Context: an optimization exercise on an open-source flow, tuned for small area, a short achievable clock period and few clock cycles. The choices shown serve that exercise and are no tape-out recipe. Only simulation tests tie the RTL to the original design; equivalence was not proved. Power is estimated from default activity; no workload was simulated.

Design lrtf_tick_scheduler_top, start of the top module:
module lrtf_tick_scheduler_top #(
    parameter int MAX_PROCESSES = 16
) (
    input  logic                           clk,
    input  logic                           rst_n,
    input  logic                           s_tvalid,
    output logic                           s_tready,
    input  logic [lrtf_pkg::IN_W-1:0]      s_tdata,
    input  logic [lrtf_pkg::CMD_W-1:0]     s_tuser,
    output logic                           m_tvalid,
    input  logic                           m_tready,
    output logic [lrtf_pkg::OUT_W-1:0]     m_tdata,
    output logic [lrtf_pkg::STATUS_W-1:0]  m_tuser
);
==> flow/config.mk <==
export PLATFORM = sky130hd
export DESIGN_NAME = lrtf_tick_scheduler_top
export DESIGN_NICKNAME = lrtf_tick_scheduler_top
export VERILOG_FILES = /design/flow/design.v
export SDC_FILE = /design/flow/constraint.sdc
export NUM_CORES = 4
export LEC_CHECK = 0
export CAP_MARGIN = 20
export CORE_MARGIN = 2
export CORE_UTILIZATION = 55
export CTS_CLUSTER_DIAMETER = 60
export CTS_CLUSTER_SIZE = 25
export PLACE_DENSITY = 0.7
export SETUP_SLACK_MARGIN = 1.5
export SLEW_MARGIN = 20
export SYNTH_HIERARCHICAL = 1
==> flow/constraint.sdc <==
create_clock -name core_clock -period 6.0 [get_ports {clk}]
set_input_delay 1.2000 -clock core_clock [delete_from_list [all_inputs] [get_ports {clk}]]
set_output_delay 1.2000 -clock core_clock [all_outputs]
set_load 0.01 [all_outputs]
run.sh (not shown) runs the stock make flow with config.mk's settings and CLKGATE_MAP_FILE= SYNTH_SCRIPT=/design/flow/synth_recipe.tcl, a recipe that flattens the netlist after the stock synthesis.
The baseline ran to the end with no violations.
Testbench counts at the start, summed over its fixed seeds: cycles 8,386.
Rerun with:
--- a/flow/design.v
+++ b/flow/design.v
@@ -163,28 +163,24 @@
     for (genvar i = 0; i < NS; i++)
     begin : g_row
         for (genvar j = i + 1; j < NS; j++)
         begin : g_col
             assign pm_n[i][j] = upd[i] ? (kgt[j] || keq[j]) : (upd[j] ? !kgt[i] : pm[i][j]);
             always_ff @(posedge clk)
                 if (proc)
                     pm[i][j] <= pm_n[i][j];
         end
     end
     logic [31:0] t_inc;
-    logic [16:0] t1, t2;
+    logic [15:0] t1_q, t2_q;
     logic        t1_ok, t2_ok;
-    assign t1    = {1'b0, t_reg[15:0]} + 17'd1;
-    assign t2    = {1'b0, t_reg[15:0]} + 17'd2;
-    assign t1_ok = (t_reg[31:16] == 16'd0) && !t1[16];
-    assign t2_ok = (t_reg[31:16] == 16'd0) && !t2[16];
     logic [NS-1:0] an_n;
     assign t_inc = (t_reg == 32'hFFFF_FFFF) ? t_reg : t_reg + 32'd1;
     for (genvar i = 0; i < NS; i++)
     begin : g_slot
         logic arrive;
         assign wr[i]  = add_ok && (n_reg[3:0] == 4'(i));
         assign sel[i] = c_tick && win_q[i];
         assign upd[i] = wr[i] || sel[i];
         assign arrive = an_q[i];
         always_comb
         begin
@@ -193,29 +189,29 @@
             an_n[i]   = an_q[i];
             if (c_clr)
             begin
                 elig_n[i] = 1'b0;
                 pend_n[i] = 1'b0;
                 an_n[i]   = 1'b0;
             end
             else if (wr[i])
             begin
                 elig_n[i] = arrived_now;
                 pend_n[i] = !arrived_now;
-                an_n[i]   = !arrived_now && t1_ok && (ka_q == t1[15:0]);
+                an_n[i]   = !arrived_now && t1_ok && (ka_q == t1_q);
             end
             else if (c_tick)
             begin
                 elig_n[i] = (elig[i] && !(win_q[i] && win_last)) || arrive;
                 pend_n[i] = pend[i] && !arrive;
-                an_n[i]   = pend[i] && !arrive && t2_ok && (arr[i] == t2[15:0]);
+                an_n[i]   = pend[i] && !arrive && t2_ok && (arr[i] == t2_q);
             end
         end
         always_ff @(posedge clk)
         begin
             if (proc)
             begin
                 if (upd[i])
                     rem[i] <= kd;
                 if (wr[i])
                 begin
                     arr[i]     <= ka_q;
@@ -305,22 +301,26 @@
             elig  <= elig_n;
             pend  <= pend_n;
             an_q  <= an_n;
             win_q <= win_n;
         end
     end
     always_ff @(posedge clk or negedge rst_n)
     begin
         if (!rst_n)
         begin
             t_reg    <= '0;
+            t1_q     <= 16'd1;
+            t1_ok    <= 1'b1;
+            t2_q     <= 16'd2;
+            t2_ok    <= 1'b1;
             n_reg    <= '0;
             p_valid  <= 1'b0;
             p_status <= '0;
             p_fin    <= 1'b0;
             p_id     <= '0;
         end
         else
         begin
             if (go)
                 p_valid <= r_valid;
             if (proc)
@@ -334,40 +334,48 @@
                         begin
                             p_status <= lrtf_pkg::ST_ADDED;
                             p_id     <= n_reg[3:0];
                             n_reg    <= n_reg + 5'd1;
                         end
                         else
                             p_status <= lrtf_pkg::ST_REJECTED;
                     end
                     lrtf_pkg::CMD_TICK:
                     begin
                         t_reg <= t_inc;
+                        t1_q  <= t2_q;
+                        t1_ok <= t2_ok;
+                        t2_q  <= t2_q + 16'd1;
+                        t2_ok <= t2_ok && (t2_q != 16'hFFFF);
                         if (!found)
                             p_status <= lrtf_pkg::ST_IDLE;
                         else
                         begin
                             p_id <= win_id;
                             if (win_last)
                             begin
                                 p_status <= lrtf_pkg::ST_FINISHED;
                                 p_fin    <= 1'b1;
                             end
                             else
                                 p_status <= lrtf_pkg::ST_RAN;
                         end
                     end
                     lrtf_pkg::CMD_CLEAR:
                     begin
                         p_status <= lrtf_pkg::ST_CLEARED;
                         t_reg    <= '0;
+                        t1_q     <= 16'd1;
+                        t1_ok    <= 1'b1;
+                        t2_q     <= 16'd2;
+                        t2_ok    <= 1'b1;
                         n_reg    <= '0;
                     end
                     default:
                         p_status <= lrtf_pkg::ST_REJECTED;
                 endcase
             end
         end
     end
     logic [FSW-1:0] f_fs;
     logic [16:0]    f_t17;
     logic [20:0]    f_r21;
=> The new run completed without violations. Global-route usage came out lower by 0.76 points. Combinational power came out lower by a few percent. Die area came out higher slightly. Wire length came out lower slightly. Flip-flop and latch count came out higher by 34.
Testbench counts after the change, summed over its fixed seeds: cycles 8,386.


the previous run:
lrtf_tick_scheduler_top again, from the RTL that the note above started with.
==> flow/config.mk <==
export PLATFORM = sky130hd
export DESIGN_NAME = lrtf_tick_scheduler_top
export DESIGN_NICKNAME = lrtf_tick_scheduler_top
export VERILOG_FILES = /design/flow/design.v
export SDC_FILE = /design/flow/constraint.sdc
export NUM_CORES = 4
export LEC_CHECK = 0
export CAP_MARGIN = 20
export CORE_MARGIN = 2
export CORE_UTILIZATION = 55
export CTS_BUF_LIST = sky130_fd_sc_hd__clkbuf_8
export CTS_CLUSTER_DIAMETER = 50
export CTS_CLUSTER_SIZE = 18
export PLACE_DENSITY = 0.7
export SETUP_SLACK_MARGIN = 1.5
export SLEW_MARGIN = 20
export SYNTH_HIERARCHICAL = 1
==> flow/constraint.sdc <==
create_clock -name core_clock -period 6.0 [get_ports {clk}]
set_input_delay 1.2000 -clock core_clock [delete_from_list [all_inputs] [get_ports {clk}]]
set_output_delay 1.2000 -clock core_clock [all_outputs]
set_load 0.01 [all_outputs]
Testbench counts of the previous run, summed over its fixed seeds: cycles 8,386.
The following lists how the current run was set up differently from the previous run:
--- a/flow/design.v
+++ b/flow/design.v
@@ -168,18 +168,14 @@
             always_ff @(posedge clk)
                 if (proc)
                     pm[i][j] <= pm_n[i][j];
         end
     end
     logic [31:0] t_inc;
-    logic [16:0] t1, t2;
+    logic [15:0] t1_q, t2_q;
     logic        t1_ok, t2_ok;
-    assign t1    = {1'b0, t_reg[15:0]} + 17'd1;
-    assign t2    = {1'b0, t_reg[15:0]} + 17'd2;
-    assign t1_ok = (t_reg[31:16] == 16'd0) && !t1[16];
-    assign t2_ok = (t_reg[31:16] == 16'd0) && !t2[16];
     logic [NS-1:0] an_n;
     assign t_inc = (t_reg == 32'hFFFF_FFFF) ? t_reg : t_reg + 32'd1;
     for (genvar i = 0; i < NS; i++)
     begin : g_slot
         logic arrive;
         assign wr[i]  = add_ok && (n_reg[3:0] == 4'(i));
@@ -198,19 +194,19 @@
                 an_n[i]   = 1'b0;
             end
             else if (wr[i])
             begin
                 elig_n[i] = arrived_now;
                 pend_n[i] = !arrived_now;
-                an_n[i]   = !arrived_now && t1_ok && (ka_q == t1[15:0]);
+                an_n[i]   = !arrived_now && t1_ok && (ka_q == t1_q);
             end
             else if (c_tick)
             begin
                 elig_n[i] = (elig[i] && !(win_q[i] && win_last)) || arrive;
                 pend_n[i] = pend[i] && !arrive;
-                an_n[i]   = pend[i] && !arrive && t2_ok && (arr[i] == t2[15:0]);
+                an_n[i]   = pend[i] && !arrive && t2_ok && (arr[i] == t2_q);
             end
         end
         always_ff @(posedge clk)
         begin
             if (proc)
             begin
@@ -310,12 +306,16 @@
     end
     always_ff @(posedge clk or negedge rst_n)
     begin
         if (!rst_n)
         begin
             t_reg    <= '0;
+            t1_q     <= 16'd1;
+            t1_ok    <= 1'b1;
+            t2_q     <= 16'd2;
+            t2_ok    <= 1'b1;
             n_reg    <= '0;
             p_valid  <= 1'b0;
             p_status <= '0;
             p_fin    <= 1'b0;
             p_id     <= '0;
         end
@@ -339,12 +339,16 @@
                         else
                             p_status <= lrtf_pkg::ST_REJECTED;
                     end
                     lrtf_pkg::CMD_TICK:
                     begin
                         t_reg <= t_inc;
+                        t1_q  <= t2_q;
+                        t1_ok <= t2_ok;
+                        t2_q  <= t2_q + 16'd1;
+                        t2_ok <= t2_ok && (t2_q != 16'hFFFF);
                         if (!found)
                             p_status <= lrtf_pkg::ST_IDLE;
                         else
                         begin
                             p_id <= win_id;
                             if (win_last)
@@ -357,12 +361,16 @@
                         end
                     end
                     lrtf_pkg::CMD_CLEAR:
                     begin
                         p_status <= lrtf_pkg::ST_CLEARED;
                         t_reg    <= '0;
+                        t1_q     <= 16'd1;
+                        t1_ok    <= 1'b1;
+                        t2_q     <= 16'd2;
+                        t2_ok    <= 1'b1;
                         n_reg    <= '0;
                     end
                     default:
                         p_status <= lrtf_pkg::ST_REJECTED;
                 endcase
             end
### Flow results
The current run: done, clean on timing, DRC and antenna. Against the previous run as the reference, the current run delivers a higher global-route met2 utilization. Diff the previous run -> the current run: post-synthesis cell count now sits higher; areal power density over the cells now sits lower; sum of met2 wire segment lengths after detailed routing now sits higher. Clock skew on the current run is behind the previous run.
Testbench counts of the current run, summed over its fixed seeds: cycles 8,386.

==> port drivers added, routing unchanged <==
The flow's constraints put no driver on any port. The routed layouts listed below were extracted and timed again, unchanged, in two steps. Step 1 (the two cells are an assumption about what drives the block):
set clk [get_ports {clk}]
set_driving_cell -lib_cell sky130_fd_sc_hd__clkbuf_16 $clk
set_driving_cell -lib_cell sky130_fd_sc_hd__buf_2 [delete_from_list [all_inputs] $clk]
Step 2 moves the port delays by t, midway between the first and last clock arrival at a register: inputs arrive t later, outputs are due t later. That takes back most of the time a late clock gives input paths. Three values: no drivers, after step 1, after step 2; two values: the first two.
run | shift t [ns] | setup WS [ns] | worst setup path at the end | worst data-port slew with drivers (ns)
the first run of note 1 | 0.883 | 1.289 / 1.289 / 1.289 | register to register | 0.10
the second run of note 1 | 0.889 | 1.468 / 1.436 / 1.444 | input to register | 0.14
the previous run | 1.034 | 1.217 / 1.217 / 1.217 | register to register | 0.10
the current run | 1.034 | 1.418 / 1.333 / 1.418 | register to register | 0.14
After both steps every run listed still meets setup and hold. For the second run of note 1, which loses most, drivers alone change the setup slack by -0.032 ns; drivers and shift together by -0.024 ns.
